This design comes from an exercise in tuning for small area and a short achievable clock period on the open sky130 flow, not from production work.
At most, simulation tests tie the RTL to the original design; equivalence was not proved.

==> inputs of branch cedar <==
==> flow/design.v <==
package usb_eps_pkg;
    localparam int unsigned EPS_AW = 8;
    localparam int unsigned EPS_DW = 16;
    typedef enum logic [1:0] {
        H_IDLE = 2'b00,
        H_WAIT = 2'b01,
        H_DONE = 2'b10
    } host_st_e;
    typedef enum logic [1:0] {
        TAG_NONE = 2'b00,
        TAG_ENG  = 2'b01,
        TAG_HOST = 2'b10
    } tag_e;
endpackage
module usb_eps_ram #(
    parameter int unsigned AW = 8,
    parameter int unsigned DW = 16,
    parameter int unsigned NP = 8             
) (
    input  logic                 clk_i,
    input  logic [2**(AW/2)-1:0] whi_ni,      
    input  logic [2**(AW/2)-1:0] wlo_ni,      
    input  logic [2**AW-1:0]     rsel_i,      
    input  logic [DW-1:0]        wdata_i,
    output logic [DW-1:0]        rdata_o      
);
    localparam int unsigned NW = 2**AW;
    localparam int unsigned NH = 2**(AW/2);
    localparam int unsigned LK = 3;                   
    localparam int unsigned NL = (NW + LK - 1) / LK;  
    localparam int unsigned GL = (NL + NP - 1) / NP;  
    localparam int unsigned NQ = (GL + 3) / 4;        
    logic [NW-1:0]         mem [DW];          
    logic [NW-1:0]         wsel;
    logic [NP-1:0][DW-1:0] part_nd, part_nq;
    for (genvar w = 0; w < NW; w++) begin : g_word
        usb_eps_wl u_wsel (.a_ni(whi_ni[w / NH]), .b_ni(wlo_ni[w % NH]), .y_o(wsel[w]));
        for (genvar b = 0; b < DW; b++) begin : g_bit
            always_ff @(posedge clk_i) begin
                if (wsel[w]) begin
                    mem[b][w] <= wdata_i[b];
                end
            end
        end
    end
    for (genvar b = 0; b < DW; b++) begin : g_bit
        logic [NL-1:0] leaf_n;
        for (genvar l = 0; l < NL; l++) begin : g_leaf
            localparam int unsigned K = (NW - l*LK < LK) ? NW - l*LK : LK;
            usb_eps_rdleaf #(.K(K)) u_leaf (
                .sel_i (rsel_i[l*LK +: K]),
                .d_i   (mem[b][l*LK +: K]),
                .y_no  (leaf_n[l])
            );
        end
        for (genvar p = 0; p < NP; p++) begin : g_part
            localparam int unsigned L0 = p*GL;
            localparam int unsigned PL = (NL - L0 < GL) ? NL - L0 : GL;
            localparam int unsigned PQ = (PL + 3) / 4;
            logic [PQ-1:0] quad;
            for (genvar q = 0; q < PQ; q++) begin : g_quad
                localparam int unsigned K = (PL - q*4 < 4) ? PL - q*4 : 4;
                usb_eps_nand #(.K(K)) u_nand (.a_i(leaf_n[L0 + q*4 +: K]), .y_o(quad[q]));
            end
            usb_eps_nor #(.K(PQ)) u_nor (.a_i(quad), .y_o(part_nd[p][b]));
        end
    end
    always_ff @(posedge clk_i) begin
        part_nq <= part_nd;
    end
    localparam int unsigned NR = (NP + 3) / 4;
    for (genvar b = 0; b < DW; b++) begin : g_out
        logic [NR-1:0] half;
        for (genvar r = 0; r < NR; r++) begin : g_nand
            localparam int unsigned K = (NP - r*4 < 4) ? NP - r*4 : 4;
            logic [K-1:0] pin;
            for (genvar k = 0; k < K; k++) begin : g_in
                assign pin[k] = part_nq[r*4 + k][b];
            end
            usb_eps_nand #(.K(K)) u_nand (.a_i(pin), .y_o(half[r]));
        end
        usb_eps_or #(.K(NR)) u_or (.a_i(half), .y_o(rdata_o[b]));
    end
endmodule
module usb_eps_rdleaf #(
    parameter int unsigned K = 12
) (
    input  logic [K-1:0] sel_i,
    input  logic [K-1:0] d_i,
    output logic         y_no
);
    assign y_no = ~|(sel_i & d_i);
endmodule
module usb_eps_wl (
    input  logic a_ni,
    input  logic b_ni,
    output logic y_o
);
    assign y_o = ~(a_ni | b_ni);
endmodule
module usb_eps_nand #(
    parameter int unsigned K = 4
) (
    input  logic [K-1:0] a_i,
    output logic         y_o
);
    assign y_o = ~&a_i;
endmodule
module usb_eps_nor #(
    parameter int unsigned K = 3
) (
    input  logic [K-1:0] a_i,
    output logic         y_o
);
    assign y_o = ~|a_i;
endmodule
module usb_eps_or #(
    parameter int unsigned K = 2
) (
    input  logic [K-1:0] a_i,
    output logic         y_o
);
    assign y_o = |a_i;
endmodule
import usb_eps_pkg::*;
module usb_eps_arb #(
    parameter int unsigned AW = usb_eps_pkg::EPS_AW,
    parameter int unsigned DW = usb_eps_pkg::EPS_DW
) (
    input  logic          clk,
    input  logic          rst,
    input  logic          eps_read_0,
    input  logic          eps_write_0,
    input  logic          eps_zero_0,
    input  logic [AW-1:0] eps_addr_0,
    input  logic [DW-1:0] eps_wrdata_0,
    output logic [DW-1:0] eps_rddata_3,
    input  logic          host_req,
    input  logic          host_we,
    input  logic [AW-1:0] host_addr,
    input  logic [DW-1:0] host_wdata,
    output logic [DW-1:0] host_rdata,
    output logic          host_ack,
    output logic          host_busy
);
    localparam int unsigned HW = AW / 2;
    localparam int unsigned NH = 2**HW;
    logic          eng_cmd, grant, init_busy, init_next;
    logic          busy_q, host_busy_q;
    logic          init_q;
    logic [AW-1:0] init_cnt_q;
    always_ff @(posedge clk) begin
        if (rst) begin
            init_q     <= 1'b1;
            init_cnt_q <= '0;
        end else if (init_q) begin
            init_cnt_q <= init_cnt_q + 1'b1;
            if (&init_cnt_q) begin
                init_q <= 1'b0;
            end
        end
    end
    assign init_busy = init_q;
    assign init_next = rst | (init_q & ~&init_cnt_q);
    assign eng_cmd = eps_read_0 | eps_write_0;
    assign grant   = ~busy_q & host_req & ~eng_cmd;
    function automatic logic [NH-1:0] dec(input logic [HW-1:0] a);
        for (int i = 0; i < NH; i++) begin
            dec[i] = (a == HW'(i));
        end
    endfunction
    logic [NH-1:0] e_hi, e_lo, h_hi, h_lo, r_hi, r_lo, w_hi, w_lo;
    logic          h_we;
    logic [DW-1:0] wdata_m;
    assign e_hi    = dec(eps_addr_0[AW-1:HW]);
    assign e_lo    = dec(eps_addr_0[HW-1:0]);
    assign h_hi    = dec(host_addr[AW-1:HW]);
    assign h_lo    = dec(host_addr[HW-1:0]);
    assign h_we    = grant & host_we;
    assign r_hi    = eng_cmd ? e_hi : h_hi;
    assign r_lo    = eng_cmd ? e_lo : h_lo;
    assign w_hi    = (eps_write_0 ? e_hi : '0) | (h_we ? h_hi : '0) | {NH{init_busy}};
    assign w_lo    = r_lo | {NH{init_busy}};
    assign wdata_m = eng_cmd ? (eps_zero_0 ? '0 : eps_wrdata_0) : host_wdata;
    logic [NH-1:0]      whi_nq, wlo_nq;
    logic [2**AW-1:0]   rsel_q;
    logic [DW-1:0]      wdata_q;
    logic               e_rd_q, h_rd_q, h1_q;
    always_ff @(posedge clk) begin
        whi_nq  <= ~w_hi;
        wlo_nq  <= ~w_lo;
        for (int w = 0; w < 2**AW; w++) begin
            rsel_q[w] <= r_hi[w / NH] & r_lo[w % NH];
        end
        wdata_q <= init_busy ? '0 : wdata_m;
    end
    always_ff @(posedge clk) begin
        if (rst) begin
            e_rd_q <= 1'b0;
            h_rd_q <= 1'b0;
            h1_q   <= 1'b0;
        end else begin
            e_rd_q <= eps_read_0 & ~eps_write_0 & ~init_busy;
            h_rd_q <= grant & ~host_we;
            h1_q   <= grant;
        end
    end
    logic [DW-1:0] ram_rdata;
    usb_eps_ram #(
        .AW (AW),
        .DW (DW)
    ) u_ram (
        .clk_i   (clk),
        .whi_ni  (whi_nq),
        .wlo_ni  (wlo_nq),
        .rsel_i  (rsel_q),
        .wdata_i (wdata_q),
        .rdata_o (ram_rdata)
    );
    logic e_rd2_q, h_rd2_q, h2_q;
    always_ff @(posedge clk) begin
        if (rst) begin
            e_rd2_q <= 1'b0;
            h_rd2_q <= 1'b0;
            h2_q    <= 1'b0;
        end else begin
            e_rd2_q <= e_rd_q;
            h_rd2_q <= h_rd_q;
            h2_q    <= h1_q;
        end
    end
    logic [DW-1:0] eps_rddata_q, host_rdata_q;
    logic          host_ack_q, h3_q;
    always_ff @(posedge clk) begin
        if (rst) begin
            host_ack_q   <= 1'b0;
            eps_rddata_q <= '0;
            host_rdata_q <= '0;
        end else begin
            host_ack_q <= h2_q;
            if (e_rd2_q) begin
                eps_rddata_q <= ram_rdata;
            end
            if (h_rd2_q) begin
                host_rdata_q <= ram_rdata;
            end
        end
    end
    always_ff @(posedge clk) begin
        h3_q        <= h2_q;
        busy_q      <= init_next | grant | h1_q | h2_q | h3_q;
        host_busy_q <= init_next | grant | h1_q | h2_q | host_ack_q;
    end
    assign eps_rddata_3 = eps_rddata_q;
    assign host_rdata   = host_rdata_q;
    assign host_ack     = host_ack_q;
    assign host_busy    = host_busy_q;
endmodule
==> flow/run.sh <==
#!/bin/bash
# synth_recipe.tcl (not shown) runs the flow's synth.tcl, then flattens the netlist and writes it again
# the make line also repeats each setting of config.mk as NAME=value (left out here)
make -C /OpenROAD-flow-scripts/flow DESIGN_CONFIG=/design/flow/config.mk WORK_HOME=/design/flow/orfs CLKGATE_MAP_FILE= SYNTH_SCRIPT=/design/flow/synth_recipe.tcl finish
==> flow/config.mk <==
export PLATFORM = sky130hd
export DESIGN_NAME = usb_eps_arb
export DESIGN_NICKNAME = usb_eps_arb
export VERILOG_FILES = /design/flow/design.v
export SDC_FILE = /design/flow/constraint.sdc
export NUM_CORES = 4
export LEC_CHECK = 0
export CAP_MARGIN = 10
export CORE_MARGIN = 2
export CORE_UTILIZATION = 65
export CTS_CLUSTER_DIAMETER = 90
export CTS_CLUSTER_SIZE = 26
export SETUP_SLACK_MARGIN = 2.25
export SLEW_MARGIN = 10
export SYNTH_HIERARCHICAL = 1
==> flow/constraint.sdc <==
create_clock -name core_clock -period 4.5 [get_ports {clk}]
set_input_delay 0.9000 -clock core_clock [delete_from_list [all_inputs] [get_ports {clk}]]
set_output_delay 0.9000 -clock core_clock [all_outputs]
set_load 0.01 [all_outputs]
==> inputs of branch umber, as changes to branch cedar <==
==> flow/design.v, changed modules only <==
module usb_eps_ram #(
    parameter int unsigned AW = 8,
    parameter int unsigned DW = 16,
    parameter int unsigned NP = 8             
) (
    input  logic                 clk_i,
    input  logic [2**(AW/2)-1:0] whi_ni,      
    input  logic [2**(AW/2)-1:0] wlo_ni,      
    input  logic [2**AW-1:0]     rsel_i,      
    input  logic [DW-1:0]        wdata_i,
    output logic [DW-1:0]        rdata_o      
);
    localparam int unsigned NW = 2**AW;
    localparam int unsigned NH = 2**(AW/2);
    localparam int unsigned LK = 3;                   
    localparam int unsigned NL = (NW + LK - 1) / LK;  
    localparam int unsigned GL = (NL + NP - 1) / NP;  
    localparam int unsigned NQ = (GL + 3) / 4;        
    logic [NW-1:0]         mem [DW];          
    logic [NW-1:0]         wsel;
    logic [NP-1:0][DW-1:0] part_nd, part_nq;
    for (genvar w = 0; w < NW; w++) begin : g_word
        usb_eps_wl u_wsel (.a_ni(whi_ni[w / NH]), .b_ni(wlo_ni[w % NH]), .y_o(wsel[w]));
        for (genvar b = 0; b < DW; b++) begin : g_bit
            always_ff @(posedge clk_i) begin
                if (wsel[w]) begin
                    mem[b][w] <= wdata_i[b];
                end
            end
        end
    end
    for (genvar b = 0; b < DW; b++) begin : g_bit
        logic [NL-1:0] leaf_n;
        for (genvar l = 0; l < NL; l++) begin : g_leaf
            localparam int unsigned K = (NW - l*LK < LK) ? NW - l*LK : LK;
            usb_eps_rdleaf #(.K(K)) u_leaf (
                .sel_i (rsel_i[l*LK +: K]),
                .d_i   (mem[b][l*LK +: K]),
                .y_no  (leaf_n[l])
            );
        end
        for (genvar p = 0; p < NP; p++) begin : g_part
            localparam int unsigned L0 = p*GL;
            localparam int unsigned PL = (NL - L0 < GL) ? NL - L0 : GL;
            localparam int unsigned PQ = (PL + 3) / 4;
            logic [PQ-1:0] quad;
            for (genvar q = 0; q < PQ; q++) begin : g_quad
                localparam int unsigned K = (PL - q*4 < 4) ? PL - q*4 : 4;
                usb_eps_nand #(.K(K)) u_nand (.a_i(leaf_n[L0 + q*4 +: K]), .y_o(quad[q]));
            end
            usb_eps_nor #(.K(PQ)) u_nor (.a_i(quad), .y_o(part_nd[p][b]));
        end
    end
    always_ff @(posedge clk_i) begin
        part_nq <= part_nd;
    end
    always_comb begin
        rdata_o = '0;
        for (int p = 0; p < NP; p++) begin
            rdata_o = rdata_o | ~part_nq[p];
        end
    end
endmodule
// module usb_eps_or removed
CAP_MARGIN = 20   (was 10)
CORE_UTILIZATION = 60   (was 65)
CTS_CLUSTER_DIAMETER = 100   (was 90)
CTS_CLUSTER_SIZE = 30   (was 26)
SETUP_SLACK_MARGIN = 2.3   (was 2.25)
SLEW_MARGIN = 20   (was 10)
==> inputs of branch violet, as changes to branch cedar <==
--- a/flow/design.v
+++ b/flow/design.v
@@ -18,8 +18,8 @@
     parameter int unsigned NP = 8             
 ) (
     input  logic                 clk_i,
-    input  logic [2**(AW/2)-1:0] whi_ni,      
-    input  logic [2**(AW/2)-1:0] wlo_ni,      
+    input  logic [1:0][2**(AW/2)-1:0] whi_ni,  
+    input  logic [1:0][2**(AW/2)-1:0] wlo_ni,  
     input  logic [2**AW-1:0]     rsel_i,      
     input  logic [DW-1:0]        wdata_i,
     output logic [DW-1:0]        rdata_o      
@@ -34,7 +34,11 @@
     logic [NW-1:0]         wsel;
     logic [NP-1:0][DW-1:0] part_nd, part_nq;
     for (genvar w = 0; w < NW; w++) begin : g_word
-        usb_eps_wl u_wsel (.a_ni(whi_ni[w / NH]), .b_ni(wlo_ni[w % NH]), .y_o(wsel[w]));
+        usb_eps_wl u_wsel (
+            .a_ni (whi_ni[(w % NH) / (NH/2)][w / NH]),
+            .b_ni (wlo_ni[(w / NH) / (NH/2)][w % NH]),
+            .y_o  (wsel[w])
+        );
         for (genvar b = 0; b < DW; b++) begin : g_bit
             always_ff @(posedge clk_i) begin
                 if (wsel[w]) begin
@@ -182,13 +186,15 @@
     assign w_hi    = (eps_write_0 ? e_hi : '0) | (h_we ? h_hi : '0) | {NH{init_busy}};
     assign w_lo    = r_lo | {NH{init_busy}};
     assign wdata_m = eng_cmd ? (eps_zero_0 ? '0 : eps_wrdata_0) : host_wdata;
-    logic [NH-1:0]      whi_nq, wlo_nq;
+    logic [1:0][NH-1:0] whi_nq, wlo_nq;
     logic [2**AW-1:0]   rsel_q;
     logic [DW-1:0]      wdata_q;
     logic               e_rd_q, h_rd_q, h1_q;
     always_ff @(posedge clk) begin
-        whi_nq  <= ~w_hi;
-        wlo_nq  <= ~w_lo;
+        whi_nq[0] <= ~(w_hi & {NH{|w_lo[NH/2-1:0]}});
+        whi_nq[1] <= ~(w_hi & {NH{|w_lo[NH-1:NH/2]}});
+        wlo_nq[0] <= ~(w_lo & {NH{|w_hi[NH/2-1:0]}});
+        wlo_nq[1] <= ~(w_lo & {NH{|w_hi[NH-1:NH/2]}});
         for (int w = 0; w < 2**AW; w++) begin
             rsel_q[w] <= r_hi[w / NH] & r_lo[w % NH];
         end
CAP_MARGIN = 20   (was 10)
CORE_UTILIZATION = 60   (was 65)
CTS_CLUSTER_DIAMETER = 100   (was 90)
CTS_CLUSTER_SIZE = 30   (was 26)
SETUP_SLACK_MARGIN = 2.3   (was 2.25)
SLEW_MARGIN = 20   (was 10)
==> inputs of branch lagoon, as changes to branch cedar <==
==> flow/design.v, changed modules only <==
module usb_eps_ram #(
    parameter int unsigned AW = 8,
    parameter int unsigned DW = 16,
    parameter int unsigned NP = 8             
) (
    input  logic                 clk_i,
    input  logic [2**(AW/2)-1:0] whi_ni,      
    input  logic [2**(AW/2)-1:0] rhi_ni,      
    input  logic [2**(AW/2)-1:0] lo_ni,       
    input  logic [DW-1:0]        wdata_i,
    output logic [DW-1:0]        rdata_o      
);
    localparam int unsigned NW = 2**AW;
    localparam int unsigned NH = 2**(AW/2);
    localparam int unsigned GW = NW / NP;     
    localparam int unsigned LK = 3;           
    localparam int unsigned NL = (GW + LK - 1) / LK;
    logic [NW-1:0]         mem [DW];          
    logic [NW-1:0]         rsel, wsel;
    logic [NP-1:0][DW-1:0] part_d, part_q;
    for (genvar w = 0; w < NW; w++) begin : g_word
        usb_eps_wl u_rsel (.a_ni(rhi_ni[w / NH]), .b_ni(lo_ni[w % NH]), .y_o(rsel[w]));
        usb_eps_wl u_wsel (.a_ni(whi_ni[w / NH]), .b_ni(lo_ni[w % NH]), .y_o(wsel[w]));
        for (genvar b = 0; b < DW; b++) begin : g_bit
            always_ff @(posedge clk_i) begin
                if (wsel[w]) begin
                    mem[b][w] <= wdata_i[b];
                end
            end
        end
    end
    for (genvar p = 0; p < NP; p++) begin : g_part
        for (genvar b = 0; b < DW; b++) begin : g_bit
            logic [NL-1:0] leaf_n;
            for (genvar l = 0; l < NL; l++) begin : g_leaf
                localparam int unsigned W0 = p*GW + l*LK;
                localparam int unsigned K  = (GW - l*LK < LK) ? GW - l*LK : LK;
                usb_eps_rdleaf #(.K(K)) u_leaf (
                    .sel_i (rsel[W0 +: K]),
                    .d_i   (mem[b][W0 +: K]),
                    .y_no  (leaf_n[l])
                );
            end
            assign part_d[p][b] = ~&leaf_n;
        end
    end
    always_ff @(posedge clk_i) begin
        part_q <= part_d;
    end
    always_comb begin
        rdata_o = '0;
        for (int p = 0; p < NP; p++) begin
            rdata_o = rdata_o | part_q[p];
        end
    end
endmodule
module usb_eps_arb #(
    parameter int unsigned AW = usb_eps_pkg::EPS_AW,
    parameter int unsigned DW = usb_eps_pkg::EPS_DW
) (
    input  logic          clk,
    input  logic          rst,
    input  logic          eps_read_0,
    input  logic          eps_write_0,
    input  logic          eps_zero_0,
    input  logic [AW-1:0] eps_addr_0,
    input  logic [DW-1:0] eps_wrdata_0,
    output logic [DW-1:0] eps_rddata_3,
    input  logic          host_req,
    input  logic          host_we,
    input  logic [AW-1:0] host_addr,
    input  logic [DW-1:0] host_wdata,
    output logic [DW-1:0] host_rdata,
    output logic          host_ack,
    output logic          host_busy
);
    localparam int unsigned HW = AW / 2;
    localparam int unsigned NH = 2**HW;
    logic          eng_cmd, grant, init_busy, init_next;
    logic          busy_q;
    logic          init_q;
    logic [AW-1:0] init_cnt_q;
    always_ff @(posedge clk) begin
        if (rst) begin
            init_q     <= 1'b1;
            init_cnt_q <= '0;
        end else if (init_q) begin
            init_cnt_q <= init_cnt_q + 1'b1;
            if (&init_cnt_q) begin
                init_q <= 1'b0;
            end
        end
    end
    assign init_busy = init_q;
    assign init_next = rst | (init_q & ~&init_cnt_q);
    assign eng_cmd = eps_read_0 | eps_write_0;
    assign grant   = ~busy_q & host_req & ~eng_cmd;
    function automatic logic [NH-1:0] dec(input logic [HW-1:0] a);
        dec = '0;
        dec[a] = 1'b1;
    endfunction
    logic [AW-1:0] addr_m;
    logic [DW-1:0] wdata_m;
    logic          we_m;
    assign addr_m  = eng_cmd ? eps_addr_0 : host_addr;
    assign wdata_m = eng_cmd ? (eps_zero_0 ? '0 : eps_wrdata_0) : host_wdata;
    assign we_m    = eps_write_0 | (grant & host_we);
    logic [NH-1:0] whi_nq, rhi_nq, lo_nq;
    logic [DW-1:0] wdata_q;
    logic          e_rd_q, h_rd_q, h1_q;
    always_ff @(posedge clk) begin
        whi_nq  <= ~((we_m ? dec(addr_m[AW-1:HW]) : '0) | {NH{init_busy}});
        rhi_nq  <= ~dec(addr_m[AW-1:HW]);
        lo_nq   <= ~(dec(addr_m[HW-1:0]) | {NH{init_busy}});
        wdata_q <= init_busy ? '0 : wdata_m;
    end
    always_ff @(posedge clk) begin
        if (rst) begin
            e_rd_q <= 1'b0;
            h_rd_q <= 1'b0;
            h1_q   <= 1'b0;
        end else begin
            e_rd_q <= eps_read_0 & ~eps_write_0 & ~init_busy;
            h_rd_q <= grant & ~host_we;
            h1_q   <= grant;
        end
    end
    logic [DW-1:0] ram_rdata;
    usb_eps_ram #(
        .AW (AW),
        .DW (DW)
    ) u_ram (
        .clk_i   (clk),
        .whi_ni  (whi_nq),
        .rhi_ni  (rhi_nq),
        .lo_ni   (lo_nq),
        .wdata_i (wdata_q),
        .rdata_o (ram_rdata)
    );
    logic e_rd2_q, h_rd2_q, h2_q;
    always_ff @(posedge clk) begin
        if (rst) begin
            e_rd2_q <= 1'b0;
            h_rd2_q <= 1'b0;
            h2_q    <= 1'b0;
        end else begin
            e_rd2_q <= e_rd_q;
            h_rd2_q <= h_rd_q;
            h2_q    <= h1_q;
        end
    end
    logic [DW-1:0] eps_rddata_q, host_rdata_q;
    logic          host_ack_q;
    always_ff @(posedge clk) begin
        if (rst) begin
            host_ack_q   <= 1'b0;
            eps_rddata_q <= '0;
            host_rdata_q <= '0;
        end else begin
            host_ack_q <= h2_q;
            if (e_rd2_q) begin
                eps_rddata_q <= ram_rdata;
            end
            if (h_rd2_q) begin
                host_rdata_q <= ram_rdata;
            end
        end
    end
    always_ff @(posedge clk) begin
        busy_q <= init_next | grant | h1_q | h2_q | host_ack_q;
    end
    assign eps_rddata_3 = eps_rddata_q;
    assign host_rdata   = host_rdata_q;
    assign host_ack     = host_ack_q;
    assign host_busy    = busy_q;
endmodule
// module usb_eps_nand removed
// module usb_eps_nor removed
// module usb_eps_or removed
CAP_MARGIN = 20   (was 10)
CORE_UTILIZATION = 60   (was 65)
CTS_CLUSTER_DIAMETER = not set   (was 90)
CTS_CLUSTER_SIZE = not set   (was 26)
SETUP_SLACK_MARGIN = 2.0   (was 2.25)
SLEW_MARGIN = 20   (was 10)
==> results.toml <==
[logic_synthesis]
yosys-top-cells-area = "edfxtp_1 79%, a222oi_1 8.7%, dfxtp_1 6.2%"

[power_and_ir_drop]
power.leakage_nw = 63.9

[placement]
dp.cells = 11200

[worst_setup_path]
crit_cells = 4
timing.rr.end = "eps_rddata_q[15]"

[status]
status = "no timing/DRC/antenna violations"

[cells_and_area]
seq_share_pct = 78.4
-- figures above: branch umber

==> results.toml <==
[status]
status = "no timing/DRC/antenna violations"

[worst_setup_path]
timing.rr.end = "host_rdata_q[8]"

[logic_synthesis]
yosys-top-cells-area = "edfxtp_1 79%, a222oi_1 8.7%, dfxtp_1 6.2%"

[cells_and_area]
seq_share_pct = 78.4

[power_and_ir_drop]
power.leakage_nw = 63.9
-- figures above: branch cedar

==> results.toml <==
[placement]
placed_area_sq_um = 159000
dp.cells = 11000

[worst_setup_path]
crit_cells = 6
path_class = "reg2reg"

[cells_and_area]
seq_share_pct = 73.3

[sta]
whs_ps = 456

[status]
status = "no timing/DRC/antenna violations"

[power_and_ir_drop]
power.leakage_nw = 68.9

[logic_synthesis]
yosys-top-cells-area = "edfxtp_1 82%, a222oi_1 8.6%, dfxtp_1 3.2%"
-- figures above: branch lagoon

==> results.toml <==
[worst_setup_path]
timing.rr.end = "u_ram.part_nq[30]"
crit_cells = 4

[cells_and_area]
seq_share_pct = 78.9

[status]
status = "no timing/DRC/antenna violations"

[logic_synthesis]
yosys-top-cells-area = "edfxtp_1 79%, a222oi_1 8.8%, dfxtp_1 6.6%"
-- figures above: branch violet

Only the layout flow was run in branch lagoon; the RTL was not checked for function there.

-- re-timing with driven ports --
How much do the figures lean on ideal ports? The routed layouts below were timed once more, with nothing changed but the port constraints. Step 1: set_driving_cell puts a clkbuf_16 on clk and a buf_2 on each other input, an assumption about the parent block. Step 2 adds t to the input delays and takes it off the output delays; t is the mean of the earliest and latest rising clock arrival at the registers after step 1. Input paths then give back, and output paths get back, about the clock's delay inside the block. a / b / c = no drivers / after step 1 / after step 2; a / b = the first two.
run | t, ns | setup WS [ns] | slew at the worst register clock pin (ns) | worst data-port slew with drivers (ns)
branch cedar | 0.980 | 2.070 / 2.070 / 1.291 | 0.11 / 0.11 | 0.21
branch umber | 0.982 | 2.204 / 2.145 / 1.267 | 0.12 / 0.12 | 0.16
branch violet | 0.958 | 2.170 / 2.170 / 1.335 | 0.12 / 0.12 | 0.22
branch lagoon | 1.073 | 1.866 / 1.866 / 1.086 | 0.07 / 0.07 | 0.33
After both steps every run listed still meets setup and hold. For branch umber, which loses most, drivers alone change the setup slack by -0.059 ns; drivers and shift together by -0.937 ns.
